From an optimization exercise on the open Yosys and OpenROAD flow, aimed at small area, a short achievable clock period and few clock cycles per item; shortcuts taken in it are not production practice.
At most, simulation tests tie the RTL to the original design; equivalence was not proved.
For runs 4 and 5, only the layout was checked, not whether the RTL still works.
Power is estimated from default activity; no workload was simulated.

==> standard.sh <==
#!/bin/bash
# synth_recipe.tcl (not shown) runs the flow's synth.tcl, then flattens the netlist and writes it again
# the make line also repeats each setting of config.mk as NAME=value (left out here)
make -C /OpenROAD-flow-scripts/flow DESIGN_CONFIG=/design/flow/config.mk WORK_HOME=/design/flow/orfs CLKGATE_MAP_FILE= SYNTH_SCRIPT=/design/flow/synth_recipe.tcl "${@:-finish}"
==> flow/run.sh <==
#!/bin/bash
# The standard ORFS layout (the standard.sh, unchanged synthesis and steps),
# with one change: the port buffers that global placement inserts on every input
# and output are buf_4 cells instead of the flow's default choice.
# The full make/tool output goes to standard.log in the work folder.
set -euo pipefail
bash standard.sh finish "BUFFER_PORTS_ARGS=-buffer_cell sky130_fd_sc_hd__buf_4" > standard.log 2>&1
==> config.mk <==
export PLATFORM = sky130hd
export DESIGN_NAME = conway_top
export DESIGN_NICKNAME = conway_top
export VERILOG_FILES = /design/flow/design.v
export SDC_FILE = /design/flow/constraint.sdc
export NUM_CORES = 4
export LEC_CHECK = 0
export CAP_MARGIN = 20
export CORE_MARGIN = 2
export CORE_UTILIZATION = 60
export CTS_BUF_LIST = sky130_fd_sc_hd__clkbuf_8
export CTS_CLUSTER_DIAMETER = 50
export CTS_CLUSTER_SIZE = 20
export PLACE_DENSITY = 0.75
export SLEW_MARGIN = 20
==> constraint.sdc <==
create_clock -name core_clock -period 10.0 [get_ports {clk}]
set_input_delay 2.0000 -clock core_clock [delete_from_list [all_inputs] [get_ports {clk}]]
set_output_delay 2.0000 -clock core_clock [all_outputs]
set_load 0.01 [all_outputs]
==> design.v <==
`default_nettype none
package life_pkg;
  typedef struct packed {
    logic       valid;
    logic [7:0] data;
  } byte_beat_t;
  typedef enum logic [1:0] {
    OP_NONE,
    OP_RANDOMIZE,
    OP_STEP
  } engine_op_t;
  typedef struct packed {
    logic       valid;
    engine_op_t op;
  } engine_req_t;
  typedef struct packed {
    logic [4-1:0] y;
    logic [5-1:0]  x;
  } cell_addr_t;
  typedef enum logic [2:0] {
    ENG_IDLE,
    ENG_RANDOMIZE,
    ENG_COUNT,
    ENG_COPY,
    ENG_PRINT
  } engine_state_t;
  typedef enum logic [2:0] {PR_IDLE, PR_HOME, PR_CELLS, PR_CR, PR_LF} print_state_t;
endpackage
`default_nettype wire
`timescale 1ns/1ps
`default_nettype none
module conway_top (
  input  logic       clk,
  input  logic       boot_reset,
  input  logic       rx_valid,
  input  logic [7:0] rx_data,
  output logic       rx_ready,
  output logic       tx_valid,
  output logic [7:0] tx_data,
  input  logic       tx_ready
);
  localparam int          L         = 549;  
  localparam int          K         = 34;   
  localparam logic [15:0] LFSR_SEED = 16'hace1;
  localparam logic [15:0] LFSR_TAPS = 16'hb400;
  logic       ph_hdr;
  logic [3:0] ph_y;
  logic [5:0] ph_c;
  logic       nx_hdr;
  logic [3:0] nx_y;
  logic [5:0] nx_c;
  always_comb begin
    nx_hdr = ph_hdr;
    nx_y   = ph_y;
    nx_c   = ph_c + 1'b1;
    if (ph_hdr) begin
      if (ph_c == 6'd4) begin
        nx_hdr = 1'b0;
        nx_y   = 4'd0;
        nx_c   = 6'd0;
      end
    end else if (ph_c == 6'd33) begin
      nx_c = 6'd0;
      if (ph_y == 4'd15) nx_hdr = 1'b1;
      else               nx_y   = ph_y + 1'b1;
    end
  end
  logic is_cell, y0, y15, dead;
  logic hold;   
  assign is_cell = !ph_hdr && !ph_c[5];
  assign y0   = (ph_y == 4'd0);
  assign y15  = (ph_y == 4'd15);
  assign dead = ph_hdr && (ph_c == 6'd0);
  logic [L-1:0]  ring;
  logic [K:1]    old;     
  logic [31:0]   lp;      
  logic          cap_u;   
  logic [15:0]   lfsr;
  logic          zero;    
  logic          pass_rand;
  logic          pass_step;
  logic n_x0, n_x31, n_y0, n_y15;
  logic nb_ul, nb_u, nb_ur, nb_l, nb_r, nb_dl, nb_d, nb_dr;
  always_comb begin
    nb_u  = n_y0 ? ring[38] : old[33];
    nb_ul = n_y0 ? (n_x0 ? ring[7] : ring[39]) : (n_x0 ? old[2] : old[34]);
    nb_ur = n_x31 ? cap_u : (n_y0 ? ring[37] : old[32]);
    nb_l  = n_x0 ? ring[L-32] : ring[0];
    nb_r  = n_x31 ? old[30] : ring[L-2];
    nb_dl = n_y15 ? lp[29] : (n_x0 ? ring[L-66] : ring[L-34]);
    nb_d  = n_y15 ? lp[28] : ring[L-35];
    nb_dr = n_y15 ? lp[27] : (n_x31 ? ring[L-4] : ring[L-36]);
  end
  function automatic logic [4:0] count4(input logic a, b, c, d);
    logic pa, qa, pb, qb;
    pa = a ^ b;
    qa = a & b;
    pb = c ^ d;
    qb = c & d;
    count4[0] = !(a | b | c | d);
    count4[1] = (pa ^ pb) && !qa && !qb;
    count4[2] = (qa && !pb && !qb) || (qb && !pa && !qa) || (pa && pb);
    count4[3] = (qa && pb) || (qb && pa);
    count4[4] = qa && qb;
  endfunction
  logic [4:0] cnt_a, cnt_b;
  logic       eq2, eq3, next_alive, nxt_alive;
  logic       cell_val;
  assign cnt_a = count4(nb_ul, nb_u, nb_ur, nb_l);
  assign cnt_b = count4(nb_r, nb_dl, nb_d, nb_dr);
  assign eq2 = (cnt_a[0] && cnt_b[2]) || (cnt_a[1] && cnt_b[1]) || (cnt_a[2] && cnt_b[0]);
  assign eq3 = (cnt_a[0] && cnt_b[3]) || (cnt_a[1] && cnt_b[2]) ||
               (cnt_a[2] && cnt_b[1]) || (cnt_a[3] && cnt_b[0]);
  assign next_alive = eq3 || (ring[L-1] && eq2);
  assign cell_val   = pass_rand ? lfsr[0] :
                      zero      ? 1'b0    :
                      pass_step ? nxt_alive : ring[0];
  always_ff @(posedge clk) begin
    ring  <= {ring[L-2:1], cell_val, ring[L-1]};
    old   <= {old[K-1:1], ring[0]};
    lp    <= {lp[30:0], (is_cell && y0) ? ring[0] : lp[31]};
    if (n_x0) cap_u <= nb_u;
    n_x0  <= !hold && (ph_hdr ? (ph_c == 6'd3) : (ph_c == 6'd32));
    n_x31 <= !hold && !ph_hdr && (ph_c == 6'd29);
    n_y0  <= hold || ph_hdr || (y0 && !ph_c[5]);
    n_y15 <= !hold && !ph_hdr && (ph_c[5] ? (ph_y == 4'd14) : y15);
    nxt_alive <= next_alive;
  end
  logic       fa;         
  logic       is_auto;    
  logic       running;
  logic [2:0] arm_cnt;    
  logic       nb_hdr;     
  logic [3:0] nb_y;
  logic [5:0] nb_c;
  logic fire, free, accept, is_rand, is_step, is_run, cmd_frame, auto_go, start;
  logic nb_match, load, last_fire;
  logic [7:0] slot_byte;
  assign fire      = tx_valid && tx_ready;
  assign free      = !tx_valid || tx_ready;
  assign accept    = rx_valid && rx_ready;
  assign is_rand   = (rx_data == 8'h30);
  assign is_step   = (rx_data == 8'h31);
  assign is_run    = (rx_data == 8'h20);
  assign cmd_frame = accept && (is_rand || (is_step && !running));
  assign auto_go   = rx_ready && !rx_valid && running && (arm_cnt == 3'd5);
  assign start     = cmd_frame || auto_go;
  assign nb_match  = (nb_hdr == ph_hdr) && (nb_y == ph_y) && (nb_c == ph_c);
  assign load      = fa && free && nb_match && !dead;
  assign last_fire = fire && nb_hdr && (nb_c == 6'd0);
  assign hold      = rx_ready && zero && !running && !rx_valid;
  always_comb begin
    if (ph_hdr) begin
      case (ph_c[2:0])
        3'd1:    slot_byte = 8'h1b;
        3'd2:    slot_byte = 8'h5b;
        3'd3:    slot_byte = 8'h3b;
        default: slot_byte = 8'h48;
      endcase
    end else if (!ph_c[5]) begin
      slot_byte = cell_val ? 8'h4f : 8'h20;
    end else if (!ph_c[0]) begin
      slot_byte = 8'h0d;
    end else begin
      slot_byte = 8'h0a;
    end
  end
  always_ff @(posedge clk) begin
    if (pass_rand && is_cell) begin
      lfsr <= {1'b0, lfsr[15:1]} ^ (lfsr[0] ? LFSR_TAPS : 16'h0000);
    end
    if (rx_ready || load) begin
      tx_data <= slot_byte;
    end
    if (rx_ready || load) begin
      nb_hdr <= nx_hdr;
      nb_y   <= nx_y;
      nb_c   <= nx_c;
    end
    if (start) begin
      is_auto   <= auto_go;
      pass_step <= !(cmd_frame && is_rand);
    end else if (dead) begin
      pass_step <= 1'b0;
    end
    if (!running || (last_fire && is_auto)) begin
      arm_cnt <= 3'd0;
    end else if (dead && arm_cnt != 3'd5) begin
      arm_cnt <= arm_cnt + 1'b1;
    end
    if (boot_reset) begin
      ph_hdr    <= 1'b1;
      ph_y      <= 4'd15;
      ph_c      <= 6'd1;
      fa        <= 1'b0;
      tx_valid  <= 1'b0;
      rx_ready  <= 1'b1;
      running   <= 1'b0;
      pass_rand <= 1'b0;
      zero      <= 1'b1;
      lfsr      <= LFSR_SEED;
    end else begin
      if (!hold) begin
        ph_hdr <= nx_hdr;
        ph_y   <= nx_y;
        ph_c   <= nx_c;
      end
      if (start) begin
        tx_valid  <= 1'b1;
        fa        <= 1'b1;
        pass_rand <= cmd_frame && is_rand;
        if (cmd_frame && is_rand) zero <= 1'b0;
      end else if (load) begin
        tx_valid <= 1'b1;
      end else if (fire) begin
        tx_valid <= 1'b0;
      end
      if (last_fire) fa <= 1'b0;
      if (dead) pass_rand <= 1'b0;
      if (accept && is_run) begin
        running <= !running;
      end else if (accept && is_step && running) begin
        running <= 1'b0;
      end
      rx_ready <= hold || (dead && !(fa && !last_fire));
    end
  end
endmodule
`default_nettype wire
==> results of run 1 <==
[stage by stage]
step	std cells	total power, mW	worst slack [ns]	cell area (µm²)	util
after global placement	1333	2.881	6.549	16270	0.6261
final	1392	4.063	6.872	17050	0.6563
after floorplan	998	2.855	6.819	15800	-
after CTS	1392	4.104	6.832	17050	0.6563
after global routing	1392	4.206	6.823	17050	0.6563
after detailed placement	1333	2.883	6.501	16270	0.6261
[routing by layer]
layer | GRT usage | vias to the layer above
met5 | 0 | -
met4 | 0.05397 | 0
met3 | 0.02979 | 44
met2 | 0.1911 | 93
met1 | 0.2086 | 2977
li1 | - | 3307
[cell usage in the layout (no fill, tap or decap), types with 3 or more instances in the layout]
| cell | netlist | layout |
|---|---|---|
| or3_1 | 6 | 6 |
| inv_1 | 27 | 29 |
| xnor2_1 | 7 | 7 |
| nand3_1 | 17 | 17 |
| xor2_1 | 11 | 11 |
| a21oi_1 | 17 | 17 |
| and3_1 | 5 | 5 |
| nand2b_1 | 5 | 5 |
| edfxtp_1 | 21 | 21 |
| nor3_1 | 5 | 5 |
| a21o_1 | 3 | 3 |
| nand2_1 | 51 | 51 |
| ha_1 | 19 | 19 |
| nor4_1 | 6 | 6 |
| o21ai_0 | 14 | 14 |
| o22ai_1 | 3 | 3 |
| nor2_1 | 28 | 28 |
| a211oi_1 | 6 | 6 |
| mux2i_1 | 9 | 9 |
| o211ai_1 | 3 | 3 |
| clkbuf_8 | 0 | 47 |
| mux2_2 | 4 | 4 |
| dfxtp_1 | 656 | 656 |
| o31ai_1 | 3 | 3 |
| buf_4 | 1 | 21 |
[sequential cells by signal, summed over array words and instances (netlist names), 3 cells and up]
signal and flops:
arm_cnt 3, lfsr 16, lp 32, nb_c 6
nb_y 4, old 34, ph_c 6, ph_y 4
ring 549, tx_data 7
[cells by family (layout without fill, tap and decap cells)]
| kind of cell | after synthesis | count (layout) | synth area share |
|---|---|---|---|
| flops | 677 | 677 | 0.8709 |
| simple gates | 148 | 148 | 0.04893 |
| compound gates | 73 | 73 | 0.03112 |
| buf+inv | 48 | 107 | 0.01378 |
| fa+ha+maj | 19 | 19 | 0.01504 |
| xor+xnor | 18 | 18 | 0.009976 |
| mux | 14 | 14 | 0.009976 |
| other cells | 1 | 1 | 0.0002373 |
[final timing paths]
kind	to	slack [ns]
max	rx_ready	6.87
min	ring[63]$_DFF_P_	0.33
min reg2reg	ring[63]$_DFF_P_	0.33
max reg2reg	nb_c[4]$_DFFE_PP_	7.31
[power groups by stage]
stage          Combinational (mW)  Sequential, mW  Clock [mW]
2_1_floorplan              0.0529            2.80           0
3_3_place_gp               0.0763            2.81           0
3_5_place_dp               0.0778            2.81           0
4_1_cts                    0.0783            2.74        1.28
5_1_grt                    0.0859            2.75        1.37
6_report                   0.0783            2.74        1.24
[area by class of cell]
cell class	count	area, µm²
Clock buffer	47	646.9
Clock inverter	12	136.4
Fill cell	1774	8932
Inverter	27	101.3
Multi-Input combinational cell	273	1828
Sequential cell	677	13760
Tap cell	335	419.2
Timing Repair Buffer	21	157.7
==> reports/results.ini, run 1 <==
[hold_path]
hp-start=ring[62]$_DFF_P_
hold_class=flop to flop
min_path_cells=0

[sta]
finClkSkew_ns=0.01771
worst_slew_pin_slew_ns=0.9264
hold_viol_final=0
fin_crit_ns=3.128
slew-limit-headroom=0.3771
fmax_mhz=319.6
setup_tns_ns=0
grt_setup_unrepaired=false
setup_viol=0
whs_ns=0.3285
final_max_slew_viol_count=0
fin_crit_sh=0.3128

[logic_synthesis]
seq_area_frac_synth=0.8709
synthFlopType=dfxtp_1
synth-async-reset-ratio=0
synth_seq_cells=677
syn-num-nets=1029
synth.most_common_cell=dfxtp_1
synth_edf_count=21
netlist_top_cells_count=dfxtp_1 (656), nand2_1 (51), nor2_1 (28)
syn-cell-area_mm2=0.01580
synth_cell_types=65
yosysTopAreaCellShare=0.8310
synth.area.top_cells=dfxtp_1 (83%), edfxtp_1 (4.0%), ha_1 (1.5%), nand2_1 (1.2%), nor2_1 (0.67%)
ys_warn_count=1
avgSynthCellArea_um2=15.83
synth_largest_area_cell=dfxtp_1
syn_inst=998

[grt]
grt_pass1_wl_um=31190
grt_max_degree=23
grt_pass1_vias=6413
track_usage=0.1366
antenna_found_initial=0
grt-ovfl-total=0

[floorplan]
core-area_mm2=0.02598
die_w_um=166.3
num_rows=59
start_util=0.6081
die_h_um=166.3
dieArea_mm2=0.02765
ios=22

[setup_path]
crit_family=flip-flops
cp_data_required_time_ns=8.00
arrival_ns=1.13
crit_start=rx_ready$_SDFF_PP1_
critPathBufInv=1
critPathSlowestCell=dfxtp_1
max_stage_delay_ns=0.42
critPathCaptureType=output port
cp.depth=1
reg2regPathDepth=6
critPathLaunchType=flop
worstSetupPathType=flop to output port
crit_chain=buf_4
r2r-start=ph_c[0]$_SDFFE_PP1N_
critPathMaxFanout=6

[clock_tree]
clock-sinks=677
clock_path_buffers=3
cts-root-buf=clkbuf_8
cts_setup_buffers=0
htreeDepth=2
clk_pin_slew_ns=0.10
cts_resized=0
hold_buffers=0
clkLatencyLatePin_ns=0.57
cts_tree=yes
cts_made_buffers=43

[routing]
met1Wirelength_um=9845
top_layer=met4
vias=6421
ant_nets=0
wl_met3_um=711
drtPass1Iterations=4
drc_errors=0
vias_per_cell=4.613
wl_per_cell_um=13.25
met2_length_um=7406
finalWirelength_um=18440
drtIter0Drc=368

[power]
clkPwrFrac=0.305
combPwrFrac=0.019
p_int_mw=3.235
seq_power_share=0.675
switchingPower_mw=0.8275
ir_worst_vdd_uv=166.4
p_sw_frac=0.2037
power_density_mw_per_mm2=238.2
power_leakage_nw=6.894

[placement]
portBuffers=20
dp_hpwl_um=10180
gp_congestion=0.8455

[layout]
finalNetCount=1074
diodes=0
area_growth_pct=7.910
drive_gt1_frac=0.08798

[job]
maxCapViolCount=0

[run_status]
status=no timing/DRC/antenna violations

Testbench counts, summed over its fixed seeds: cycles 52,704, frames 96.
==> run 2: changes to the inputs <==
==> run.sh (new file) <==
#!/bin/bash
# synth_recipe.tcl (not shown) runs the flow's synth.tcl, then flattens the netlist and writes it again
# the make line also repeats each setting of config.mk as NAME=value (left out here)
make -C /OpenROAD-flow-scripts/flow DESIGN_CONFIG=/design/flow/config.mk WORK_HOME=/design/flow/orfs CLKGATE_MAP_FILE= SYNTH_SCRIPT=/design/flow/synth_recipe.tcl finish
removed: flow/run.sh
removed: standard.sh
==> reports/results.ini, run 2 <==
[floorplan]
core-area_mm2=0.02598  ; unchanged
ios=22  ; unchanged
num_rows=59  ; unchanged
start_util=0.6081  ; unchanged
die_h_um=166.3  ; unchanged
dieArea_mm2=0.02765  ; unchanged
die_w_um=166.3  ; unchanged

[grt]
grt_pass1_wl_um=31840  ; was 31190 µm
track_usage=0.1388  ; was 0.1366
antenna_found_initial=0  ; unchanged
grt-ovfl-total=0  ; unchanged
grt_pass1_vias=6471  ; was 6413
grt_max_degree=23  ; unchanged

[setup_path]
r2r_slack_ns=7.31  ; about the same
crit_family=buffers and inverters  ; was flip-flops
r2r-start=ph_c[0]$_SDFFE_PP1N_  ; unchanged
max_stage_delay_ns=0.56  ; was 0.42 ns
critPathBufInv=1  ; unchanged
arrival_ns=1.54  ; was 1.13 ns
critPathLaunchType=flop  ; unchanged
critPathCaptureType=output port  ; unchanged
critPathMaxFanout=6  ; unchanged
worstSetupPathType=flop to output port  ; unchanged
critPathSlowestCell=clkdlybuf4s50_1  ; was dfxtp_1
cp_data_required_time_ns=8.00  ; about the same
crit_chain=clkdlybuf4s50_1  ; was buf_4
crit_start=rx_ready$_SDFF_PP1_  ; unchanged

[logic_synthesis]
synth-async-reset-ratio=0  ; unchanged
avgSynthCellArea_um2=15.83  ; unchanged
syn_inst=998  ; unchanged
yosysTopAreaCellShare=0.8310  ; unchanged
synth_edf_count=21  ; unchanged
seq_area_frac_synth=0.8709  ; unchanged
synth_cell_types=65  ; unchanged
netlist_top_cells_count=dfxtp_1 (656), nand2_1 (51), nor2_1 (28)  ; unchanged
syn-cell-area_mm2=0.01580  ; unchanged
synth.area.top_cells=dfxtp_1 (83%), edfxtp_1 (4.0%), ha_1 (1.5%), nand2_1 (1.2%), nor2_1 (0.67%)  ; unchanged
synth.most_common_cell=dfxtp_1  ; unchanged
synthFlopType=dfxtp_1  ; unchanged
ys_warn_count=1  ; unchanged
synth_seq_cells=677  ; unchanged
synth_largest_area_cell=dfxtp_1  ; unchanged
syn-num-nets=1029  ; unchanged

[sta]
grt_setup_unrepaired=false  ; unchanged
fmax_mhz=282.2  ; was 319.6 MHz
worst_slew_pin_slew_ns=0.8364  ; was 0.9264 ns
hold_viol_final=0  ; unchanged
finClkSkew_ns=0.01764  ; was 0.01771 ns
setup_viol=0  ; unchanged
final_max_slew_viol_count=0  ; unchanged
setup_tns_ns=0  ; unchanged
fin_crit_sh=0.3544  ; was 0.3128
fin_crit_ns=3.544  ; was 3.128 ns
slew-limit-headroom=0.4406  ; was 0.3771

[clock_tree]
hold_buffers=0  ; unchanged
cts_made_buffers=42  ; was 43
clock-sinks=677  ; unchanged
clock_path_buffers=3  ; unchanged
clkLatencyLatePin_ns=0.57  ; about the same
cts_tree=yes  ; unchanged
cts_setup_buffers=0  ; unchanged
cts-root-buf=clkbuf_8  ; unchanged
htreeDepth=2  ; unchanged
clk_pin_slew_ns=0.11  ; was 0.10 ns
cts_resized=0  ; unchanged

[power]
power_density_mw_per_mm2=236.5  ; was 238.2 mW/mm²
power_leakage_nw=6.849  ; was 6.894 nW
ir_worst_vdd_uv=173.3  ; was 166.4 µV
power.total_mw=4.032  ; was 4.063 mW

[routing]
ant_nets=0  ; unchanged
drc_errors=0  ; unchanged
drtIter0Drc=384  ; was 368
vias=6489  ; was 6421
wl_per_cell_um=13.27  ; was 13.25 µm
drtPass1Iterations=5  ; was 4
finalWirelength_um=18410  ; was 18440 µm
vias_per_cell=4.678  ; was 4.613

[placement]
gp_congestion=0.7854  ; was 0.8455
dp_cells=1333  ; unchanged
portBuffers=20  ; unchanged
dp_hpwl_um=10250  ; was 10180 µm

[layout]
stdcell_count=1387  ; was 1392
nFillCells=1789  ; was 1774
reg_top3=ring (549), old (34), lp (32)  ; unchanged
finalNetCount=1073  ; was 1074
register_area_mm2=0.01376  ; unchanged
layout_commonest_cell=dfxtp_1  ; unchanged
diodes=0  ; unchanged
area_growth_pct=7.878  ; was 7.910%
largest_reg_flops=549  ; unchanged
multi_input_area_mm2=0.001828  ; unchanged
mostFrequentLayoutCells=dfxtp_1 (656), nand2_1 (51), clkbuf_8 (45), inv_1 (29), nor2_1 (28)  ; was dfxtp_1 (656), nand2_1 (51), clkbuf_8 (47), inv_1 (29), nor2_1 (28)
drive_gt1_frac=0.06464  ; was 0.08798
regMostFlops=ring  ; unchanged

[hold_path]
hold_class=flop to flop  ; unchanged
hp-start=lp[1]$_DFF_P_  ; was ring[62]$_DFF_P_

[job]
maxCapViolCount=0  ; unchanged

[run_status]
status=no timing/DRC/antenna violations  ; unchanged

==> run 2: final timing paths <==
kind,endpoint,depth (start not counted)
worst max-delay path,rx_ready,1
worst min-delay path,lp[2]$_DFF_P_,0
worst max register to register,nb_hdr$_DFFE_PP_,6
worst min register to register,lp[2]$_DFF_P_,0
==> run 2: power breakdown <==
part,internal [mW],leakage [nW],switching [mW]
combinational,0.0381,0.989,0.0464
clock,0.451,0.380,0.753
sequential,2.73,5.48,0.0147
total,3.22,6.85,0.814
==> run 2: logic make-up after synthesis <==
family                     Yosys count  share of synthesized area
adders and majority gates           19                    0.01504
and+or+nand+nor                    148                    0.04893
AOI/OAI and AO/OA                   73                    0.03112
DFF                                677                     0.8709
muxes                               14                   0.009976
buffers and inverters               48                    0.01378
xor gates and xnor gates            18                   0.009976
other                                1                  0.0002373
==> run 2: cell type report <==
class                           instances  area share
Clock buffer                           45     0.03633
Clock inverter                          9    0.006385
Inverter                               27    0.005945
Multi-Input combinational cell        273      0.1072
Sequential cell                       677      0.8073
Tap cell                              335     0.02459
Timing Repair Buffer                   21     0.01218
==> run 2: metrics by stage <==
stage	area, µm²	hold WS [ns]	setup WS (ns)	util
after floorplan	15800	0.3096	6.819	-
after global placement	16320	0.3109	6.161	0.6280
after detailed placement	16320	0.3121	6.124	0.6280
after CTS	17050	0.3189	6.416	0.6561
after global routing	17050	0.3161	6.361	0.6561
final	17050	0.3157	6.456	0.6561
==> run 2: routing by layer <==
metal	routed length, µm	global-route usage	part of all wire
met5	0	0	0
met4	587	0.06034	0.032
met3	844	0.03265	0.046
met2	7189	0.1894	0.39
met1	9789	0.2122	0.53
==> run 3: changes to the inputs <==
==> flow/run.sh (new file) <==
#!/bin/bash
# The standard ORFS layout (the standard.sh: unchanged synthesis and steps),
# with two changes in how the layout is made:
#  - the port buffers that global placement puts on every input and output are
#    buf_4 cells instead of the flow's default choice;
#  - timing repair works with a larger setup margin, so it also speeds up the
#    paths that already meet the 10 ns clock (constraints are unchanged).
# The full make/tool output goes to standard.log in the work folder.
set -euo pipefail
bash standard.sh finish \
  "BUFFER_PORTS_ARGS=-buffer_cell sky130_fd_sc_hd__buf_4" \
  "SETUP_SLACK_MARGIN=7.2" > standard.log 2>&1
==> standard.sh (new file) <==
#!/bin/bash
# synth_recipe.tcl (not shown) runs the flow's synth.tcl, then flattens the netlist and writes it again
# the make line also repeats each setting of config.mk as NAME=value (left out here)
make -C /OpenROAD-flow-scripts/flow DESIGN_CONFIG=/design/flow/config.mk WORK_HOME=/design/flow/orfs CLKGATE_MAP_FILE= SYNTH_SCRIPT=/design/flow/synth_recipe.tcl "${@:-finish}"
--- a/config.mk
+++ b/config.mk
@@ -8,8 +8,7 @@
 export CAP_MARGIN = 20
 export CORE_MARGIN = 2
 export CORE_UTILIZATION = 60
-export CTS_BUF_LIST = sky130_fd_sc_hd__clkbuf_8
 export CTS_CLUSTER_DIAMETER = 50
-export CTS_CLUSTER_SIZE = 20
+export CTS_CLUSTER_SIZE = 24
 export PLACE_DENSITY = 0.75
 export SLEW_MARGIN = 20
removed: run.sh
==> reports/results.ini, run 3 <==
[run_status]
status=no timing/DRC/antenna violations  ; unchanged

[logic_synthesis]
synthFlopType=dfxtp_1  ; unchanged
synth.area.top_cells=dfxtp_1 (83%), edfxtp_1 (4.0%), ha_1 (1.5%), nand2_1 (1.2%), nor2_1 (0.67%)  ; unchanged
ys_warn_count=1  ; unchanged
netlist_top_cells_count=dfxtp_1 (656), nand2_1 (51), nor2_1 (28)  ; unchanged
avgSynthCellArea_um2=15.83  ; unchanged
synth_largest_area_cell=dfxtp_1  ; unchanged
seq_area_frac_synth=0.8709  ; unchanged
yosysTopAreaCellShare=0.8310  ; unchanged
synth-async-reset-ratio=0  ; unchanged
syn-num-nets=1029  ; unchanged
syn_inst=998  ; unchanged
synth_edf_count=21  ; unchanged
synth.most_common_cell=dfxtp_1  ; unchanged
synth_seq_cells=677  ; unchanged
synth_cell_types=65  ; unchanged
syn-cell-area_mm2=0.01580  ; unchanged

[layout]
stdcell_count=1400  ; was 1387
mostFrequentLayoutCells=dfxtp_1 (654), nand2_1 (51), clkbuf_16 (42), nor2_1 (28), inv_1 (27)  ; was dfxtp_1 (656), nand2_1 (51), clkbuf_8 (45), inv_1 (29), nor2_1 (28)
area_growth_pct=12.27  ; was 7.878%
finalNetCount=1074  ; was 1073
regMostFlops=ring  ; unchanged
layout_commonest_cell=dfxtp_1  ; unchanged
diodes=0  ; unchanged
reg_top3=ring (549), old (34), lp (32)  ; unchanged
largest_reg_flops=549  ; unchanged
drive_gt1_frac=0.1014  ; was 0.06464
post-route-util=0.6828  ; was 0.6561

[power]
power_leakage_nw=7.204  ; was 6.849 nW
power_density_mw_per_mm2=260.2  ; was 236.5 mW/mm²
ir_worst_vdd_uv=344.7  ; was 173.3 µV

[setup_path]
r2r-start=n_x31$_DFF_P_  ; was ph_c[0]$_SDFFE_PP1N_
critPathSlowestCell=edfxtp_1  ; was clkdlybuf4s50_1
cp.depth=1  ; unchanged
crit_start=tx_data[3]$_SDFFCE_PN1P_  ; was rx_ready$_SDFF_PP1_
max_stage_delay_ns=0.41  ; was 0.56 ns
reg2regPathDepth=7  ; was 6
r2r-end=nxt_alive$_DFF_P_  ; was nb_hdr$_DFFE_PP_
worstSetupPathType=flop to output port  ; unchanged
critPathLaunchType=flop  ; unchanged
critPathMaxFanout=1  ; was 6
crit_chain=buf_6  ; was clkdlybuf4s50_1
crit_family=flip-flops  ; was buffers and inverters
critPathCaptureType=output port  ; unchanged
critPathBufInv=1  ; unchanged
r2r_slack_ns=7.43  ; was 7.31 ns
cp_data_required_time_ns=8.00  ; about the same
arrival_ns=1.07  ; was 1.54 ns

[routing]
drc_errors=0  ; unchanged
drtIter0Drc=424  ; was 384
wl_per_cell_um=14.10  ; was 13.27 µm
drtPass1Iterations=5  ; unchanged
ant_nets=0  ; unchanged
vias_per_cell=4.696  ; was 4.678
finalWirelength_um=19750  ; was 18410 µm
vias=6575  ; was 6489

[sta]
setup_tns_ns=0  ; unchanged
whs_ns=0.3041  ; was 0.3157 ns
finClkSkew_ns=0.02493  ; was 0.01764 ns
final_max_slew_viol_count=0  ; unchanged
setup_viol=0  ; unchanged
slew-limit-headroom=0.3840  ; was 0.4406
fin_crit_sh=0.3069  ; was 0.3544
worst_slack_ns=6.931  ; was 6.456 ns
fmax_mhz=325.9  ; was 282.2 MHz
grt_setup_unrepaired=true  ; was false
hold_viol_final=0  ; unchanged
worst_slew_pin_slew_ns=0.9162  ; was 0.8364 ns
fin_crit_ns=3.069  ; was 3.544 ns

[clock_tree]
cts-root-buf=clkbuf_16  ; was clkbuf_8
cts_tree=yes  ; unchanged
hold_buffers=0  ; unchanged
clkLatencyLatePin_ns=0.54  ; was 0.57 ns
clock_path_buffers=3  ; unchanged
clock-sinks=677  ; unchanged
cts_made_buffers=40  ; was 42
clk_pin_slew_ns=0.09  ; was 0.11 ns
htreeDepth=2  ; unchanged

[grt]
grt_pass1_vias=6555  ; was 6471
grt_pass1_wl_um=32760  ; was 31840 µm
grt_max_degree=26  ; was 23
antenna_found_initial=0  ; unchanged
track_usage=0.1442  ; was 0.1388
grt-ovfl-total=0  ; unchanged

[hold_path]
hp-start=lp[15]$_DFF_P_  ; was lp[1]$_DFF_P_
hold_class=flop to flop  ; unchanged
holdPathEnd=lp[16]$_DFF_P_  ; was lp[2]$_DFF_P_
min_path_cells=0  ; unchanged

[placement]
dp_cells=1333  ; unchanged
dp_hpwl_um=10570  ; was 10250 µm
post-place-ws_ns=6.768  ; was 6.124 ns
portBuffers=20  ; unchanged
gp_congestion=0.7935  ; was 0.7854

[floorplan]
die_h_um=166.3  ; unchanged
ios=22  ; unchanged
die_w_um=166.3  ; unchanged
start_util=0.6081  ; unchanged
dieArea_mm2=0.02765  ; unchanged
num_rows=59  ; unchanged
core-area_mm2=0.02598  ; unchanged

[job]
maxCapViolCount=0  ; unchanged

run 3: layout make-up:
type	count	area, µm²
sequential	677	13770
inverter	27	101.3
fill	1732	8243
clock buffer	45	1072
multi-input combinational	273	1867
timing repair buffer	24	198.9
tap	335	419.2
clock inverter	19	315.3
run 3: worst max path at each step:
stage                                  end  slack (ns)
floorplan           pass_rand$_SDFFE_PP0P_        6.95
global placement    pass_rand$_SDFFE_PP0P_        6.78
detailed placement  pass_rand$_SDFFE_PP0P_        6.77
CTS                             tx_data[3]        6.89
global route                    tx_data[3]        6.89
finish                          tx_data[3]        6.93
run 3: timing repair:
action,in CTS,in global routing
buffers inserted,1,2
resized for setup,4,5
pin swaps,0,1
setup endpoints to repair,9,10
run 3: per-stage QoR:
stage               power [mW]  cell area, µm²
floorplan                2.857           15840
global placement         2.883           16300
detailed placement       2.886           16300
CTS                      4.656           17710
global route             4.767           17740
finish                   4.617           17740
run 3: routing by layer:
metal / vias up / GRT usage / routed length, µm
li1: 3331 / - / -
met1: 3071 / 0.2157 / 10040
met2: 131 / 0.2091 / 8307
met3: 42 / 0.03027 / 866
met4: 0 / 0.05322 / 529
met5: - / 0 / 0
run 3: cell families (layout without fill, tap and decap cells):
kind of cell	count (synthesis)	after routing	share of synthesized area
multiplexers	14	14	0.009976
other	1	1	0.0002373
buffers and inverters	48	115	0.01378
XOR/XNOR	18	18	0.009976
flip-flops	677	677	0.8709
AO/OA/AOI/OAI	73	73	0.03112
AND/OR/NAND/NOR	148	148	0.04893
adder cells (fa/ha/maj)	19	19	0.01504
run 3: power breakdown:
group          leakage (nW)  internal [mW]  switching, mW
clock network         0.677          0.930          0.861
logic                  1.05         0.0371         0.0473
registers              5.48           2.73         0.0153
==> run 4: changes to the inputs <==
--- a/design.v
+++ b/design.v
@@ -66,7 +66,6 @@
     end
   end
   logic is_cell, y0, y15, dead;
-  logic hold;   
   assign is_cell = !ph_hdr && !ph_c[5];
   assign y0   = (ph_y == 4'd0);
   assign y15  = (ph_y == 4'd15);
@@ -120,10 +119,10 @@
     old   <= {old[K-1:1], ring[0]};
     lp    <= {lp[30:0], (is_cell && y0) ? ring[0] : lp[31]};
     if (n_x0) cap_u <= nb_u;
-    n_x0  <= !hold && (ph_hdr ? (ph_c == 6'd3) : (ph_c == 6'd32));
-    n_x31 <= !hold && !ph_hdr && (ph_c == 6'd29);
-    n_y0  <= hold || ph_hdr || (y0 && !ph_c[5]);
-    n_y15 <= !hold && !ph_hdr && (ph_c[5] ? (ph_y == 4'd14) : y15);
+    n_x0  <= ph_hdr ? (ph_c == 6'd3) : (ph_c == 6'd32);
+    n_x31 <= !ph_hdr && (ph_c == 6'd29);
+    n_y0  <= ph_hdr || (y0 && !ph_c[5]);
+    n_y15 <= !ph_hdr && (ph_c[5] ? (ph_y == 4'd14) : y15);
     nxt_alive <= next_alive;
   end
   logic       fa;         
@@ -148,7 +147,6 @@
   assign nb_match  = (nb_hdr == ph_hdr) && (nb_y == ph_y) && (nb_c == ph_c);
   assign load      = fa && free && nb_match && !dead;
   assign last_fire = fire && nb_hdr && (nb_c == 6'd0);
-  assign hold      = rx_ready && zero && !running && !rx_valid;
   always_comb begin
     if (ph_hdr) begin
       case (ph_c[2:0])
@@ -191,20 +189,18 @@
     if (boot_reset) begin
       ph_hdr    <= 1'b1;
       ph_y      <= 4'd15;
-      ph_c      <= 6'd1;
+      ph_c      <= 6'd0;
       fa        <= 1'b0;
       tx_valid  <= 1'b0;
-      rx_ready  <= 1'b1;
+      rx_ready  <= 1'b0;
       running   <= 1'b0;
       pass_rand <= 1'b0;
       zero      <= 1'b1;
       lfsr      <= LFSR_SEED;
     end else begin
-      if (!hold) begin
-        ph_hdr <= nx_hdr;
-        ph_y   <= nx_y;
-        ph_c   <= nx_c;
-      end
+      ph_hdr <= nx_hdr;
+      ph_y   <= nx_y;
+      ph_c   <= nx_c;
       if (start) begin
         tx_valid  <= 1'b1;
         fa        <= 1'b1;
@@ -222,7 +218,7 @@
       end else if (accept && is_step && running) begin
         running <= 1'b0;
       end
-      rx_ready <= hold || (dead && !(fa && !last_fire));
+      rx_ready <= dead && !(fa && !last_fire);
     end
   end
 endmodule
==> flow/run.sh (replaced) <==
#!/bin/bash
# The standard ORFS layout (the standard.sh, unchanged synthesis and steps),
# with one change: the port buffers that global placement inserts on every input
# and output are buf_4 cells instead of the flow's default choice.
# The full make/tool output goes to standard.log in the work folder.
set -euo pipefail
bash standard.sh finish "BUFFER_PORTS_ARGS=-buffer_cell sky130_fd_sc_hd__buf_4" > standard.log 2>&1
--- a/config.mk
+++ b/config.mk
@@ -8,7 +8,8 @@
 export CAP_MARGIN = 20
 export CORE_MARGIN = 2
 export CORE_UTILIZATION = 60
+export CTS_BUF_LIST = sky130_fd_sc_hd__clkbuf_8
 export CTS_CLUSTER_DIAMETER = 50
-export CTS_CLUSTER_SIZE = 24
+export CTS_CLUSTER_SIZE = 20
 export PLACE_DENSITY = 0.75
 export SLEW_MARGIN = 20
==> reports/results.ini, run 4 <==
[placement]
gp_congestion=0.7357  ; was 0.7935
dp_hpwl_um=9413  ; was 10570 µm
portBuffers=20  ; unchanged
dp_cells=1291  ; was 1333

[logic_synthesis]
syn-num-nets=987  ; was 1029
synth_largest_area_cell=dfxtp_1  ; unchanged
ys_warn_count=1  ; unchanged
synth-async-reset-ratio=0  ; unchanged
syn-cell-area_mm2=0.01548  ; was 0.01580 mm²
yosysTopAreaCellShare=0.8485  ; was 0.8310
seq_area_frac_synth=0.8892  ; was 0.8709
synth_seq_cells=677  ; unchanged
synth_cell_types=53  ; was 65
avgSynthCellArea_um2=16.19  ; was 15.83 µm²
netlist_top_cells_count=dfxtp_1 (656), nand2_1 (50), nor2_1 (27)  ; was dfxtp_1 (656), nand2_1 (51), nor2_1 (28)
synth.area.top_cells=dfxtp_1 (85%), edfxtp_1 (4.1%), ha_1 (1.5%), nand2_1 (1.2%), xnor2_1 (0.79%)  ; was dfxtp_1 (83%), edfxtp_1 (4.0%), ha_1 (1.5%), nand2_1 (1.2%), nor2_1 (0.67%)
synthFlopType=dfxtp_1  ; unchanged
synth_edf_count=21  ; unchanged
synth.most_common_cell=dfxtp_1  ; unchanged
syn_inst=956  ; was 998

[clock_tree]
clock_path_buffers=3  ; unchanged
cts_setup_buffers=0  ; was 1
htreeDepth=2  ; unchanged
cts_made_buffers=42  ; was 40
hold_buffers=0  ; unchanged
cts_tree=yes  ; unchanged
cts_resized=0  ; was 4
clk_pin_slew_ns=0.11  ; was 0.09 ns
cts-root-buf=clkbuf_8  ; was clkbuf_16
clkLatencyLatePin_ns=0.58  ; was 0.54 ns
clock-sinks=677  ; unchanged

[layout]
register_area_mm2=0.01376  ; was 0.01377 mm²
nFillCells=1743  ; was 1732
multi_input_area_mm2=0.001550  ; was 0.001867 mm²
drive_gt1_frac=0.08333  ; was 0.1014
regMostFlops=ring  ; unchanged
layout_commonest_cell=dfxtp_1  ; unchanged
reg_top3=ring (549), old (34), lp (32)  ; unchanged
area_growth_pct=7.947  ; was 12.27%
diodes=0  ; unchanged
finalNetCount=1036  ; was 1074
stdcell_count=1350  ; was 1400
largest_reg_flops=549  ; unchanged
mostFrequentLayoutCells=dfxtp_1 (656), nand2_1 (50), clkbuf_8 (43), inv_1 (32), nor2_1 (27)  ; was dfxtp_1 (654), nand2_1 (51), clkbuf_16 (42), nor2_1 (28), inv_1 (27)

[sta]
worst_slew_pin_slew_ns=0.8765  ; was 0.9162 ns
fin_crit_sh=0.3325  ; was 0.3069
slew-limit-headroom=0.4156  ; was 0.3840
fmax_mhz=300.8  ; was 325.9 MHz
finClkSkew_ns=0.01807  ; was 0.02493 ns
grt_setup_unrepaired=false  ; was true
setup_tns_ns=0  ; unchanged
final_max_slew_viol_count=0  ; unchanged
setup_viol=0  ; unchanged
hold_viol_final=0  ; unchanged
fin_crit_ns=3.325  ; was 3.069 ns

[power]
combPwrFrac=0.014  ; was 0.018
switchingPower_mw=0.8060  ; was 0.9234 mW
ir_worst_vdd_uv=171.8  ; was 344.7 µV
power_density_mw_per_mm2=239.1  ; was 260.2 mW/mm²
clkPwrFrac=0.301  ; was 0.388
seq_power_share=0.685  ; was 0.594
power.total_mw=3.994  ; was 4.617 mW
p_sw_frac=0.2018  ; was 0.2000
p_int_mw=3.188  ; was 3.694 mW
power_leakage_nw=6.735  ; was 7.204 nW

[floorplan]
ios=22  ; unchanged
start_util=0.6129  ; was 0.6081
core-area_mm2=0.02525  ; was 0.02598 mm²
num_rows=58  ; was 59
die_w_um=164.6  ; was 166.3 µm
dieArea_mm2=0.02710  ; was 0.02765 mm²
die_h_um=164.6  ; was 166.3 µm

[setup_path]
worstSetupPathType=input port to flop  ; was flop to output port
critPathMaxFanout=18  ; was 1
critPathCaptureType=flop  ; was output port
critPathLaunchType=input port  ; was flop
arrival_ns=3.52  ; was 1.07 ns
cp_data_required_time_ns=10.20  ; was 8.00 ns

[routing]
finalWirelength_um=17160  ; was 19750 µm
vias=6048  ; was 6575
drtIter0Drc=283  ; was 424
ant_nets=0  ; unchanged
drtPass1Iterations=4  ; was 5
drc_errors=0  ; unchanged
wl_per_cell_um=12.71  ; was 14.10 µm
vias_per_cell=4.480  ; was 4.696

[grt]
grt_pass1_vias=5913  ; was 6555
grt_max_degree=22  ; was 26
antenna_found_initial=0  ; unchanged
grt-ovfl-total=0  ; unchanged
track_usage=0.1322  ; was 0.1442
grt_pass1_wl_um=28620  ; was 32760 µm

[run_status]
status=no timing/DRC/antenna violations  ; unchanged

[job]
maxCapViolCount=0  ; unchanged

[hold_path]
hold_class=flop to flop  ; unchanged

## run 4: changes by cell type in the layout (fill, tap and decap cells not counted), moves of 5 or more
cell	delta
xor2_1	-7
clkbuf_8	+42
buf_6	-5
or3_1	-6
inv_1	+5
clkbuf_16	-42
xnor2_1	+7
nor4_1	-5
## run 4: power groups by stage
stage | registers [mW] | clock network [mW] | logic, mW
after floorplan | 2.80 | 0 | 0.0399
after global placement | 2.80 | 0 | 0.0562
after detailed placement | 2.80 | 0 | 0.0576
after CTS | 2.74 | 1.24 | 0.0579
after global routing | 2.74 | 1.34 | 0.0636
final | 2.74 | 1.20 | 0.0571
## run 4: metrics by stage
stage          instance area (µm²)  utilization  setup WS (ns)  hold slack [ns]
6_report                     16710       0.6616          6.675           0.3163
3_5_place_dp                 15970       0.6324          6.074           0.3121
2_1_floorplan                15480            -          6.458           0.3096
3_3_place_gp                 15970       0.6324          6.173           0.3108
4_1_cts                      16710       0.6616          6.698           0.3151
5_1_grt                      16710       0.6616          6.578           0.3103
## run 4: final cells by class
class	count	area share
multi-input combinational	239	0.09279
clock inverter	16	0.008687
clock buffer	43	0.03542
timing repair buffer	20	0.008987
sequential	677	0.8238
tap	330	0.02471
inverter	25	0.005617
## run 4: kinds of logic after synthesis
kind of cell | after synthesis | synth area share
multiplexers | 12 | 0.009054
other | 1 | 0.0002423
buffers and inverters | 40 | 0.01059
XOR/XNOR | 18 | 0.01019
AND/OR/NAND/NOR | 135 | 0.04293
adder cells (fa/ha/maj) | 19 | 0.01536
AO/OA/AOI/OAI | 54 | 0.02239
flip-flops | 677 | 0.8892
## run 4: path summary, 6_finish.rpt
check                          start                end  slack (ns)  cells past startpoint
setup / recovery            tx_ready  nb_c[1]$_DFFE_PP_        6.68                      5
setup reg to reg  ph_c[0]$_SDFF_PP0_  nb_c[1]$_DFFE_PP_        7.13                      5
hold reg to reg      old[31]$_DFF_P_    old[32]$_DFF_P_        0.32                      0
hold / removal       old[31]$_DFF_P_    old[32]$_DFF_P_        0.32                      0
## run 4: layer usage
metal / up-vias / global-route usage / share of wire
li1: 3143 / - / -
met1: 2791 / 0.1961 / 0.54
met2: 81 / 0.1889 / 0.40
met3: 33 / 0.02913 / 0.039
met4: 0 / 0.05573 / 0.024
met5: - / 0 / 0
## run 4: worst max-delay path, cell delays in order
cell      delay, ns
buf_4          0.08
nand2b_1       0.11
nand4_1        0.11
or4_1          0.56
nand2b_1       0.65
==> run 5: changes to the inputs <==
--- a/config.mk
+++ b/config.mk
@@ -7,9 +7,9 @@
 export LEC_CHECK = 0
 export CAP_MARGIN = 20
 export CORE_MARGIN = 2
-export CORE_UTILIZATION = 60
+export CORE_UTILIZATION = 75
 export CTS_BUF_LIST = sky130_fd_sc_hd__clkbuf_8
 export CTS_CLUSTER_DIAMETER = 50
 export CTS_CLUSTER_SIZE = 20
-export PLACE_DENSITY = 0.75
+export PLACE_DENSITY = 0.88
 export SLEW_MARGIN = 20
==> reports/results.ini, run 5 <==
[routing]
wl_per_cell_um=18.30  ; was 12.71 µm
drtPass1Iterations=5  ; was 4
ant_nets=0  ; unchanged
drc_errors=0  ; unchanged
vias_per_cell=5.067  ; was 4.480
finalWirelength_um=23490  ; was 17160 µm
vias=6501  ; was 6048
drtIter0Drc=332  ; was 283

[clock_tree]
clock-sinks=677  ; unchanged
clk_pin_slew_ns=0.12  ; was 0.11 ns
clock_path_buffers=3  ; unchanged
cts_setup_buffers=0  ; unchanged
clkLatencyLatePin_ns=0.60  ; was 0.58 ns
hold_buffers=0  ; unchanged
cts_resized=0  ; unchanged
cts-root-buf=clkbuf_8  ; unchanged
htreeDepth=2  ; unchanged
cts_tree=yes  ; unchanged
cts_made_buffers=41  ; was 42

[layout]
area_growth_pct=7.139  ; was 7.947%
reg_top3=ring (549), old (34), lp (32)  ; unchanged
largest_reg_flops=549  ; unchanged
finalNetCount=1035  ; was 1036
layout_commonest_cell=dfxtp_1  ; unchanged
mostFrequentLayoutCells=dfxtp_1 (656), nand2_1 (50), clkbuf_8 (43), inv_1 (27), nor2_1 (27)  ; was dfxtp_1 (656), nand2_1 (50), clkbuf_8 (43), inv_1 (32), nor2_1 (27)
diodes=0  ; unchanged
drive_gt1_frac=0.08193  ; was 0.08333
nFillCells=919  ; was 1743
post-route-util=0.8195  ; was 0.6616
regMostFlops=ring  ; unchanged
final_cell_area_mm2=0.01658  ; was 0.01671 mm²

[job]
maxCapViolCount=0  ; unchanged

[sta]
worst_slew_pin_slew_ns=0.8934  ; was 0.8765 ns
fin_crit_sh=0.3295  ; was 0.3325
fin_crit_ns=3.295  ; was 3.325 ns
whs_ns=0.3260  ; was 0.3163 ns
grt_setup_unrepaired=false  ; unchanged
finClkSkew_ns=0.02750  ; was 0.01807 ns
final_max_slew_viol_count=0  ; unchanged
hold_viol_final=0  ; unchanged
slew-limit-headroom=0.4044  ; was 0.4156
setup_viol=0  ; unchanged
setup_tns_ns=0  ; unchanged
fmax_mhz=303.5  ; was 300.8 MHz

[logic_synthesis]
syn-num-nets=987  ; unchanged
synth.area.top_cells=dfxtp_1 (85%), edfxtp_1 (4.1%), ha_1 (1.5%), nand2_1 (1.2%), xnor2_1 (0.79%)  ; unchanged
synth_cell_types=53  ; unchanged
synth_edf_count=21  ; unchanged
syn_inst=956  ; unchanged
synth-async-reset-ratio=0  ; unchanged
seq_area_frac_synth=0.8892  ; unchanged
syn-cell-area_mm2=0.01548  ; unchanged
synth.most_common_cell=dfxtp_1  ; unchanged
synth_seq_cells=677  ; unchanged
netlist_top_cells_count=dfxtp_1 (656), nand2_1 (50), nor2_1 (27)  ; unchanged
synthFlopType=dfxtp_1  ; unchanged
synth_largest_area_cell=dfxtp_1  ; unchanged
ys_warn_count=1  ; unchanged
yosysTopAreaCellShare=0.8485  ; unchanged
avgSynthCellArea_um2=16.19  ; unchanged

[run_status]
status=no timing/DRC/antenna violations  ; unchanged

[setup_path]
max_stage_delay_ns=0.66  ; was 0.65 ns
arrival_ns=3.50  ; was 3.52 ns
critPathLaunchType=input port  ; unchanged
r2r-start=ph_c[0]$_SDFF_PP0_  ; unchanged
crit_family=simple AND/OR/NAND/NOR gates  ; unchanged
reg2regPathDepth=5  ; unchanged
r2r_slack_ns=7.12  ; was 7.13 ns
cp_data_required_time_ns=10.21  ; was 10.20 ns
crit_chain=buf_4 > nand2b_1 > nand4_1 > or4_1 > nand2b_1  ; unchanged
r2r-end=nb_c[1]$_DFFE_PP_  ; unchanged
critPathSlowestCell=nand2b_1  ; unchanged
critPathBufInv=1  ; unchanged
worstSetupPathType=input port to flop  ; unchanged
critPathCaptureType=flop  ; unchanged
cp_common_cell=nand2b_1  ; unchanged
critPathMaxFanout=18  ; unchanged

[grt]
grt_pass1_vias=6961  ; was 5913
grt_pass1_wl_um=37500  ; was 28620 µm
track_usage=0.2276  ; was 0.1322
grt_max_degree=22  ; unchanged
grt-ovfl-total=0  ; unchanged
antenna_found_initial=0  ; unchanged

[placement]
dpl_cell_area_mm2=0.01590  ; was 0.01597 mm²
gp_congestion=0.8538  ; was 0.7357
portBuffers=20  ; unchanged
dp_hpwl_um=12990  ; was 9413 µm

[hold_path]
hp-start=ring[280]$_DFF_P_  ; was old[31]$_DFF_P_
min_path_cells=0  ; unchanged
hold_class=flop to flop  ; unchanged
holdPathEnd=ring[281]$_DFF_P_  ; was old[32]$_DFF_P_

[power]
ir_worst_vdd_uv=197.6  ; was 171.8 µV
power_density_mw_per_mm2=240.6  ; was 239.1 mW/mm²
power_leakage_nw=6.695  ; was 6.735 nW
power.total_mw=3.990  ; was 3.994 mW

[floorplan]
die_h_um=147.7  ; was 164.6 µm
die_w_um=147.7  ; was 164.6 µm
dieArea_mm2=0.02180  ; was 0.02710 mm²
start_util=0.7649  ; was 0.6129
core-area_mm2=0.02023  ; was 0.02525 mm²
ios=22  ; unchanged
num_rows=52  ; was 58

run 5: logic make-up after synthesis:
group / count (synthesis) / share of synthesized area
and+or+nand+nor: 135 / 0.04293
AOI/OAI and AO/OA: 54 / 0.02239
buffers and inverters: 40 / 0.01059
xor gates and xnor gates: 18 / 0.01019
other: 1 / 0.0002423
muxes: 12 / 0.009054
adders and majority gates: 19 / 0.01536
DFF: 677 / 0.8892
run 5: worst max path at each step:
stage	end	slack [ns]	cells after the start	from
6_report	nb_c[1]$_DFFE_PP_	6.71	5	tx_ready
4_1_cts	nb_c[1]$_DFFE_PP_	6.73	5	tx_ready
5_1_grt	nb_c[1]$_DFFE_PP_	6.59	5	tx_ready
2_1_floorplan	nb_c[0]$_DFFE_PP_	6.46	4	tx_ready
3_5_place_dp	tx_data[6]$_DFFE_PP_	6.12	5	tx_ready
3_3_place_gp	tx_data[6]$_DFFE_PP_	6.18	5	tx_ready
run 5: routing by layer:
metal  global-route usage  part of all wire
met5                    0                 0
met4              0.09760             0.036
met3              0.04475             0.044
met2               0.3884              0.50
met1               0.2866              0.42
run 5: through the flow:
| stage | std cells | setup slack [ns] |
|---|---|---|
| CTS | 1283 | 6.733 |
| finish | 1283 | 6.705 |
| floorplan | 956 | 6.458 |
| detailed placement | 1231 | 6.123 |
| global placement | 1231 | 6.182 |
| global route | 1283 | 6.594 |
run 5: layout make-up:
| type | count | area (µm²) | area share |
|---|---|---|---|
| sequential | 677 | 13760 | 0.8300 |
| multi-input combinational | 239 | 1550 | 0.09349 |
| tap | 270 | 337.8 | 0.02037 |
| clock buffer | 43 | 591.8 | 0.03569 |
| timing repair buffer | 20 | 150.1 | 0.009055 |
| clock inverter | 9 | 95.09 | 0.005735 |
| inverter | 25 | 93.84 | 0.005659 |
run 5: where the power goes:
group	internal [mW]	switching, mW	total (mW)	leakage [nW]
Sequential	2.72	0.0130	2.74	5.47
Combinational	0.0258	0.0339	0.0597	0.864
Clock	0.429	0.764	1.19	0.360
Total	3.18	0.811	3.99	6.69
==> run 6: changes to the inputs <==
--- a/design.v
+++ b/design.v
@@ -129,11 +129,14 @@
   logic       is_auto;    
   logic       running;
   logic [2:0] arm_cnt;    
+  logic       fin;        
+  logic       sync;       
   logic       nb_hdr;     
   logic [3:0] nb_y;
   logic [5:0] nb_c;
+  logic       nb_eq;      
   logic fire, free, accept, is_rand, is_step, is_run, cmd_frame, auto_go, start;
-  logic nb_match, load, last_fire;
+  logic want, load, miss, last_fire, last_slot;
   logic [7:0] slot_byte;
   assign fire      = tx_valid && tx_ready;
   assign free      = !tx_valid || tx_ready;
@@ -144,9 +147,11 @@
   assign cmd_frame = accept && (is_rand || (is_step && !running));
   assign auto_go   = rx_ready && !rx_valid && running && (arm_cnt == 3'd5);
   assign start     = cmd_frame || auto_go;
-  assign nb_match  = (nb_hdr == ph_hdr) && (nb_y == ph_y) && (nb_c == ph_c);
-  assign load      = fa && free && nb_match && !dead;
-  assign last_fire = fire && nb_hdr && (nb_c == 6'd0);
+  assign want      = fa && !fin && (sync || nb_eq);
+  assign load      = want && free;
+  assign miss      = fa && !fin && sync && !free;
+  assign last_fire = fire && fin;
+  assign last_slot = !ph_hdr && (ph_y == 4'd15) && (ph_c == 6'd33);
   always_comb begin
     if (ph_hdr) begin
       case (ph_c[2:0])
@@ -170,11 +175,16 @@
     if (rx_ready || load) begin
       tx_data <= slot_byte;
     end
-    if (rx_ready || load) begin
-      nb_hdr <= nx_hdr;
-      nb_y   <= nx_y;
-      nb_c   <= nx_c;
-    end
+    if (sync) begin
+      nb_hdr <= ph_hdr;
+      nb_y   <= ph_y;
+      nb_c   <= ph_c;
+    end
+    nb_eq <= !sync && (nb_hdr == nx_hdr) && (nb_y == nx_y) && (nb_c == nx_c);
+    if (start || load) sync <= 1'b1;
+    else if (miss)     sync <= 1'b0;
+    if (start)     fin <= 1'b0;
+    else if (load) fin <= last_slot;
     if (start) begin
       is_auto   <= auto_go;
       pass_step <= !(cmd_frame && is_rand);
--- a/config.mk
+++ b/config.mk
@@ -7,9 +7,9 @@
 export LEC_CHECK = 0
 export CAP_MARGIN = 20
 export CORE_MARGIN = 2
-export CORE_UTILIZATION = 75
+export CORE_UTILIZATION = 70
 export CTS_BUF_LIST = sky130_fd_sc_hd__clkbuf_8
 export CTS_CLUSTER_DIAMETER = 50
 export CTS_CLUSTER_SIZE = 20
-export PLACE_DENSITY = 0.88
+export PLACE_DENSITY = 0.82
 export SLEW_MARGIN = 20
==> reports/results.ini, run 6 <==
[sta]
grt_setup_unrepaired=false  ; unchanged
whs_ns=0.3252  ; was 0.3260 ns
setup_viol=0  ; unchanged
worst_slew_pin_slew_ns=0.6224  ; was 0.8934 ns
finClkSkew_ns=0.02003  ; was 0.02750 ns
fin_crit_ns=3.151  ; was 3.295 ns
slew-limit-headroom=0.5845  ; was 0.4044
worst_slack_ns=6.849  ; was 6.705 ns
fin_crit_sh=0.3151  ; was 0.3295
setup_tns_ns=0  ; unchanged
hold_viol_final=0  ; unchanged
final_max_slew_viol_count=0  ; unchanged
fmax_mhz=317.4  ; was 303.5 MHz

[floorplan]
dieArea_mm2=0.02361  ; was 0.02180 mm²
ios=22  ; unchanged
start_util=0.7162  ; was 0.7649
die_h_um=153.7  ; was 147.7 µm
die_w_um=153.7  ; was 147.7 µm
core-area_mm2=0.02189  ; was 0.02023 mm²
num_rows=54  ; was 52

[routing]
vias_per_cell=4.836  ; was 5.067
wl_per_cell_um=15.44  ; was 18.30 µm
vias=6321  ; was 6501
drtIter0Drc=307  ; was 332
drtPass1Iterations=4  ; was 5
finalWirelength_um=20180  ; was 23490 µm
ant_nets=0  ; unchanged
drc_errors=0  ; unchanged

[clock_tree]
htreeDepth=2  ; unchanged
cts-root-buf=clkbuf_8  ; unchanged
clk_pin_slew_ns=0.12  ; about the same
cts_made_buffers=41  ; unchanged
clock-sinks=680  ; was 677
cts_resized=0  ; unchanged
hold_buffers=0  ; unchanged
cts_tree=yes  ; unchanged
clkLatencyLatePin_ns=0.57  ; was 0.60 ns
cts_setup_buffers=0  ; unchanged
clock_path_buffers=3  ; unchanged

[grt]
grt_pass1_wl_um=33150  ; was 37500 µm
antenna_found_initial=0  ; unchanged
grt-ovfl-total=0  ; unchanged
track_usage=0.1756  ; was 0.2276
grt_pass1_vias=6526  ; was 6961
grt_max_degree=22  ; unchanged

[logic_synthesis]
synth-async-reset-ratio=0  ; unchanged
synth_largest_area_cell=dfxtp_1  ; unchanged
synth_compound_area_frac=0.02657  ; was 0.02239
yosys.area_share.xor_xnor=0.008938  ; was 0.01019
netlist_top_cells_count=dfxtp_1 (659), nand2_1 (52), inv_1 (22)  ; was dfxtp_1 (656), nand2_1 (50), nor2_1 (27)
synth_edf_count=21  ; unchanged
syn_inst=967  ; was 956
avgSynthCellArea_um2=16.21  ; was 16.19 µm²
synth_cell_types=62  ; was 53
synth_seq_cells=680  ; was 677
seq_area_frac_synth=0.8817  ; was 0.8892
synth.area.top_cells=dfxtp_1 (84%), edfxtp_1 (4.0%), ha_1 (1.5%), nand2_1 (1.2%), mux2i_1 (0.57%)  ; was dfxtp_1 (85%), edfxtp_1 (4.1%), ha_1 (1.5%), nand2_1 (1.2%), xnor2_1 (0.79%)
syn-num-nets=998  ; was 987
yosys.area_share.simple=0.04629  ; was 0.04293
synth-adder-area-share=0.01516  ; was 0.01536
synth.most_common_cell=dfxtp_1  ; unchanged
synth_top_family_by_area=simple AND/OR/NAND/NOR gates  ; unchanged
syn-cell-area_mm2=0.01568  ; was 0.01548 mm²
ys_warn_count=1  ; unchanged
synthFlopType=dfxtp_1  ; unchanged
synthMuxAreaShare=0.01093  ; was 0.009054
yosysTopAreaCellShare=0.8414  ; was 0.8485

[layout]
mostFrequentLayoutCells=dfxtp_1 (659), nand2_1 (52), clkbuf_8 (43), inv_1 (25)  ; was dfxtp_1 (656), nand2_1 (50), clkbuf_8 (43), inv_1 (27), nor2_1 (27)
regMostFlops=ring  ; unchanged
drive_gt1_frac=0.08861  ; was 0.08193
reg_top3=ring (549), old (34), lp (32)  ; unchanged
layout_commonest_cell=dfxtp_1  ; unchanged
final_cell_area_mm2=0.01677  ; was 0.01658 mm²
area_growth_pct=6.935  ; was 7.139%
diodes=0  ; unchanged
finalNetCount=1047  ; was 1035
largest_reg_flops=549  ; unchanged

[setup_path]
critPathSlowestCell=edfxtp_1  ; was nand2b_1
worstSetupPathType=flop to output port  ; was input port to flop
arrival_ns=1.15  ; was 3.50 ns
crit_chain=buf_4  ; was buf_4 > nand2b_1 > nand4_1 > or4_1 > nand2b_1
critPathBufInv=1  ; unchanged
crit_family=flip-flops  ; was simple AND/OR/NAND/NOR gates
critPathCaptureType=output port  ; was flop
critPathMaxFanout=1  ; was 18
critPathLaunchType=flop  ; was input port
cp_data_required_time_ns=8.00  ; was 10.21 ns
max_stage_delay_ns=0.43  ; was 0.66 ns

[placement]
portBuffers=20  ; unchanged
post-place-ws_ns=6.319  ; was 6.123 ns
dpl_cell_area_mm2=0.01610  ; was 0.01590 mm²
dp_hpwl_um=11320  ; was 12990 µm
gp_congestion=0.8618  ; was 0.8538

[job]
maxCapViolCount=0  ; unchanged

[power]
ir_worst_vdd_uv=211.0  ; was 197.6 µV
power_leakage_nw=6.772  ; was 6.695 nW
power_density_mw_per_mm2=237.2  ; was 240.6 mW/mm²
power.total_mw=3.977  ; was 3.990 mW

[hold_path]
hold_class=flop to flop  ; unchanged

[run_status]
status=no timing/DRC/antenna violations  ; unchanged

run 6: changes by cell type in the layout (fill, tap and decap cells not counted), sizes merged, moves of 3 or more:
| cell | change |
|---|---|
| nor2 | -6 |
| a211oi | +5 |
| mux2i | +5 |
| xnor2 | -4 |
| and3 | +3 |
| dfxtp | +3 |
| nand4 | -3 |
| or3 | +3 |
run 6: per-layer routing:
metal / up-vias / GRT usage / part of all wire
li1: 3206 / - / -
met5: - / 0 / 0
met2: 110 / 0.2777 / 0.46
met4: 0 / 0.04587 / 0.014
met3: 30 / 0.03692 / 0.037
met1: 2975 / 0.2524 / 0.49
run 6: final timing paths:
kind / from / to / slack, ns / cells past startpoint
max: tx_data[3]$_SDFFCE_PN1P_ / tx_data[3] / 6.85 / 1
min: ring[27]$_DFF_P_ / ring[28]$_DFF_P_ / 0.33 / 0
max reg2reg: n_x0$_DFF_P_ / nxt_alive$_DFF_P_ / 7.52 / 8
min reg2reg: ring[27]$_DFF_P_ / ring[28]$_DFF_P_ / 0.33 / 0
run 6: kinds of logic after synthesis:
family	after synthesis
compound gates	64
flops	680
mux	15
xor+xnor	16
simple gates	136
fa+ha+maj	19
other cells	1
buf+inv	36
run 6: area by class of cell:
cell class,instances,area (µm²)
clock buffers,43,591.8
clock inverters,11,72.57
fillers,1217,5125
inverters,22,82.58
multi-input cells,251,1695
flip-flops and latches,680,13820
well taps,280,350.3
repair buffers,20,150.1
run 6: stage by stage:
stage,utilization,std cells
final,0.7659,1307
after global routing,0.7659,1307
after CTS,0.7659,1307
after detailed placement,0.7355,1253
after global placement,0.7355,1253
after floorplan,-,967
run 6: power breakdown:
part | internal (mW) | total, mW | switching [mW] | leakage, nW
registers | 2.74 | 2.75 | 0.0167 | 5.51
clock network | 0.403 | 1.15 | 0.747 | 0.355
logic | 0.0328 | 0.0724 | 0.0396 | 0.906
Testbench counts of run 6, summed over its fixed seeds: cycles 52,704, frames 96.
==> run 7: changes to the inputs <==
--- a/config.mk
+++ b/config.mk
@@ -5,6 +5,7 @@
 export SDC_FILE = /design/flow/constraint.sdc
 export NUM_CORES = 4
 export LEC_CHECK = 0
+export ABC_AREA = 1
 export CAP_MARGIN = 20
 export CORE_MARGIN = 2
 export CORE_UTILIZATION = 70
==> reports/results.ini, run 7 <==
[logic_synthesis]
synth.most_common_cell=dfxtp_1  ; unchanged
netlist_top_cells_count=dfxtp_1 (659), nand2_1 (116), inv_1 (68)  ; was dfxtp_1 (659), nand2_1 (52), inv_1 (22)
synth.area.top_cells=dfxtp_1 (83%), edfxtp_1 (4.0%), nand2_1 (2.7%), inv_1 (1.6%), ha_1 (1.5%)  ; was dfxtp_1 (84%), edfxtp_1 (4.0%), ha_1 (1.5%), nand2_1 (1.2%), mux2i_1 (0.57%)
ys_warn_count=1  ; unchanged
synth_edf_count=21  ; unchanged
synth_seq_cells=680  ; unchanged
synth_cell_types=36  ; was 62
synth_largest_area_cell=dfxtp_1  ; unchanged
syn-num-nets=1124  ; was 998
seq_area_frac_synth=0.8718  ; was 0.8817
yosysTopAreaCellShare=0.8321  ; was 0.8414

[routing]
finalWirelength_um=19410  ; was 20180 µm
ant_nets=0  ; unchanged
drc_errors=0  ; unchanged
vias=6799  ; was 6321
vias_per_cell=4.722  ; was 4.836
wl_per_cell_um=13.48  ; was 15.44 µm
drtIter0Drc=299  ; was 307

[setup_path]
critPathLaunchType=flop  ; unchanged
r2r-start=ph_hdr$_SDFF_PP1_  ; was n_x0$_DFF_P_
critPathBufInv=1  ; unchanged
crit_chain=buf_4  ; unchanged
cp.depth=1  ; unchanged
r2r_slack_ns=7.55  ; was 7.52 ns
worstSetupPathType=flop to output port  ; unchanged
crit_family=flip-flops  ; unchanged
crit_end=tx_data[1]  ; was tx_data[3]
crit_start=tx_data[1]$_DFFE_PP_  ; was tx_data[3]$_SDFFCE_PN1P_

[sta]
fmax_mhz=319.9  ; was 317.4 MHz
hold_viol_final=0  ; unchanged
fin_crit_sh=0.3126  ; was 0.3151
worst_slew_pin_slew_ns=0.6707  ; was 0.6224 ns
final_max_slew_viol_count=0  ; unchanged
worst_slack_ns=6.874  ; was 6.849 ns
grt_setup_unrepaired=false  ; unchanged
whs_ns=0.3296  ; was 0.3252 ns
slew-limit-headroom=0.5524  ; was 0.5845
setup_tns_ns=0  ; unchanged
finClkSkew_ns=0.01360  ; was 0.02003 ns
setup_viol=0  ; unchanged

[layout]
largest_reg_flops=549  ; unchanged
mostFrequentLayoutCells=dfxtp_1 (659), nand2_1 (116), inv_1 (70), nor2_1 (54), clkbuf_8 (42)  ; was dfxtp_1 (659), nand2_1 (52), clkbuf_8 (43), inv_1 (25)
area_growth_pct=7.118  ; was 6.935%
finalNetCount=1177  ; was 1047
layout_commonest_cell=dfxtp_1  ; unchanged
regMostFlops=ring  ; unchanged
nFillCells=1344  ; was 1217
final_cell_area_mm2=0.01698  ; was 0.01677 mm²
drive_gt1_frac=0.07965  ; was 0.08861

[placement]
dpl_cell_area_mm2=0.01631  ; was 0.01610 mm²
gp_congestion=0.8873  ; was 0.8618
post-place-ws_ns=6.754  ; was 6.319 ns

[run_status]
status=no timing/DRC/antenna violations  ; unchanged

[clock_tree]
cts_setup_buffers=0  ; unchanged
clk_pin_slew_ns=0.11  ; was 0.12 ns
clock_path_buffers=3  ; unchanged
hold_buffers=0  ; unchanged
htreeDepth=2  ; unchanged
cts-root-buf=clkbuf_8  ; unchanged

[floorplan]
dieArea_mm2=0.02387  ; was 0.02361 mm²
start_util=0.7067  ; was 0.7162

[power]
p_int_mw=3.188  ; was 3.173 mW
switchingPower_mw=0.8020  ; was 0.8038 mW
clkPwrFrac=0.290  ; was 0.289
power_density_mw_per_mm2=234.9  ; was 237.2 mW/mm²
combPwrFrac=0.022  ; was 0.018

[grt]
grt-busiest-layer=met2  ; unchanged
grt_util_met2=0.2534  ; was 0.2777
gr-usage-met3=0.03446  ; was 0.03692

[job]
maxCapViolCount=0  ; unchanged

[hold_path]
hp-start=ring[520]$_DFF_P_  ; was ring[27]$_DFF_P_

==> run 7: final cells by class <==
class | instances | area (µm²) | share of cell area
repair buffers | 20 | 150.1 | 0.008840
well taps | 285 | 356.6 | 0.02100
flip-flops and latches | 680 | 13820 | 0.8139
clock inverters | 10 | 91.34 | 0.005378
multi-input cells | 332 | 1718 | 0.1011
clock buffers | 42 | 578.1 | 0.03404
inverters | 71 | 266.5 | 0.01569
==> run 7: metal layers <==
metal  wire [µm]  part of all wire  vias to the layer above
met5           0                 0                        -
met4         552             0.028                        0
met2        8175              0.42                      115
met1       10000              0.52                     3127
li1            -                 -                     3512
met3         683             0.035                       45
==> run 7: power by group through the flow <==
stage                     clock network [mW]  logic (mW)  registers (mW)
after floorplan                            0      0.0598            2.81
after global placement                     0      0.0815            2.81
after detailed placement                   0      0.0854            2.81
after CTS                               1.20      0.0859            2.75
after global routing                    1.29      0.0986            2.75
final                                   1.16      0.0861            2.75
==> run 7: how the worst min path moves through the flow <==
stage                        endpoint  slack [ns]  depth (start not counted)
floorplan              lp[10]$_DFF_P_        0.31                          0
global placement     ring[54]$_DFF_P_        0.31                          0
detailed placement  ring[179]$_DFF_P_        0.31                          0
CTS                   old[32]$_DFF_P_        0.32                          0
global route        ring[433]$_DFF_P_        0.33                          0
finish              ring[521]$_DFF_P_        0.33                          0
==> run 7: logic make-up (layout without fill, tap and decap cells) <==
logic type / after synthesis / after routing / synth area share
AOI/OAI and AO/OA: 63 / 63 / 0.02225
and+or+nand+nor: 246 / 246 / 0.06921
other: 1 / 1 / 0.0002365
DFF: 680 / 680 / 0.8718
xor gates and xnor gates: 3 / 3 / 0.001657
adders and majority gates: 19 / 19 / 0.01499
buffers and inverters: 81 / 143 / 0.01981
==> run 7: through the flow <==
stage          utilization  cells
2_1_floorplan            -   1093
3_3_place_gp        0.7272   1388
3_5_place_dp        0.7272   1388
4_1_cts             0.7571   1440
5_1_grt             0.7571   1440
6_report            0.7571   1440

Re-timed with assumed drivers on the ports (clkbuf_16 on the clock, buf_2 on other inputs), run 7 has 6.834 ns of setup slack against 6.874 ns with ideal ports, and 6.737 ns once port delays also move by the mid clock arrival of 0.594 ns.
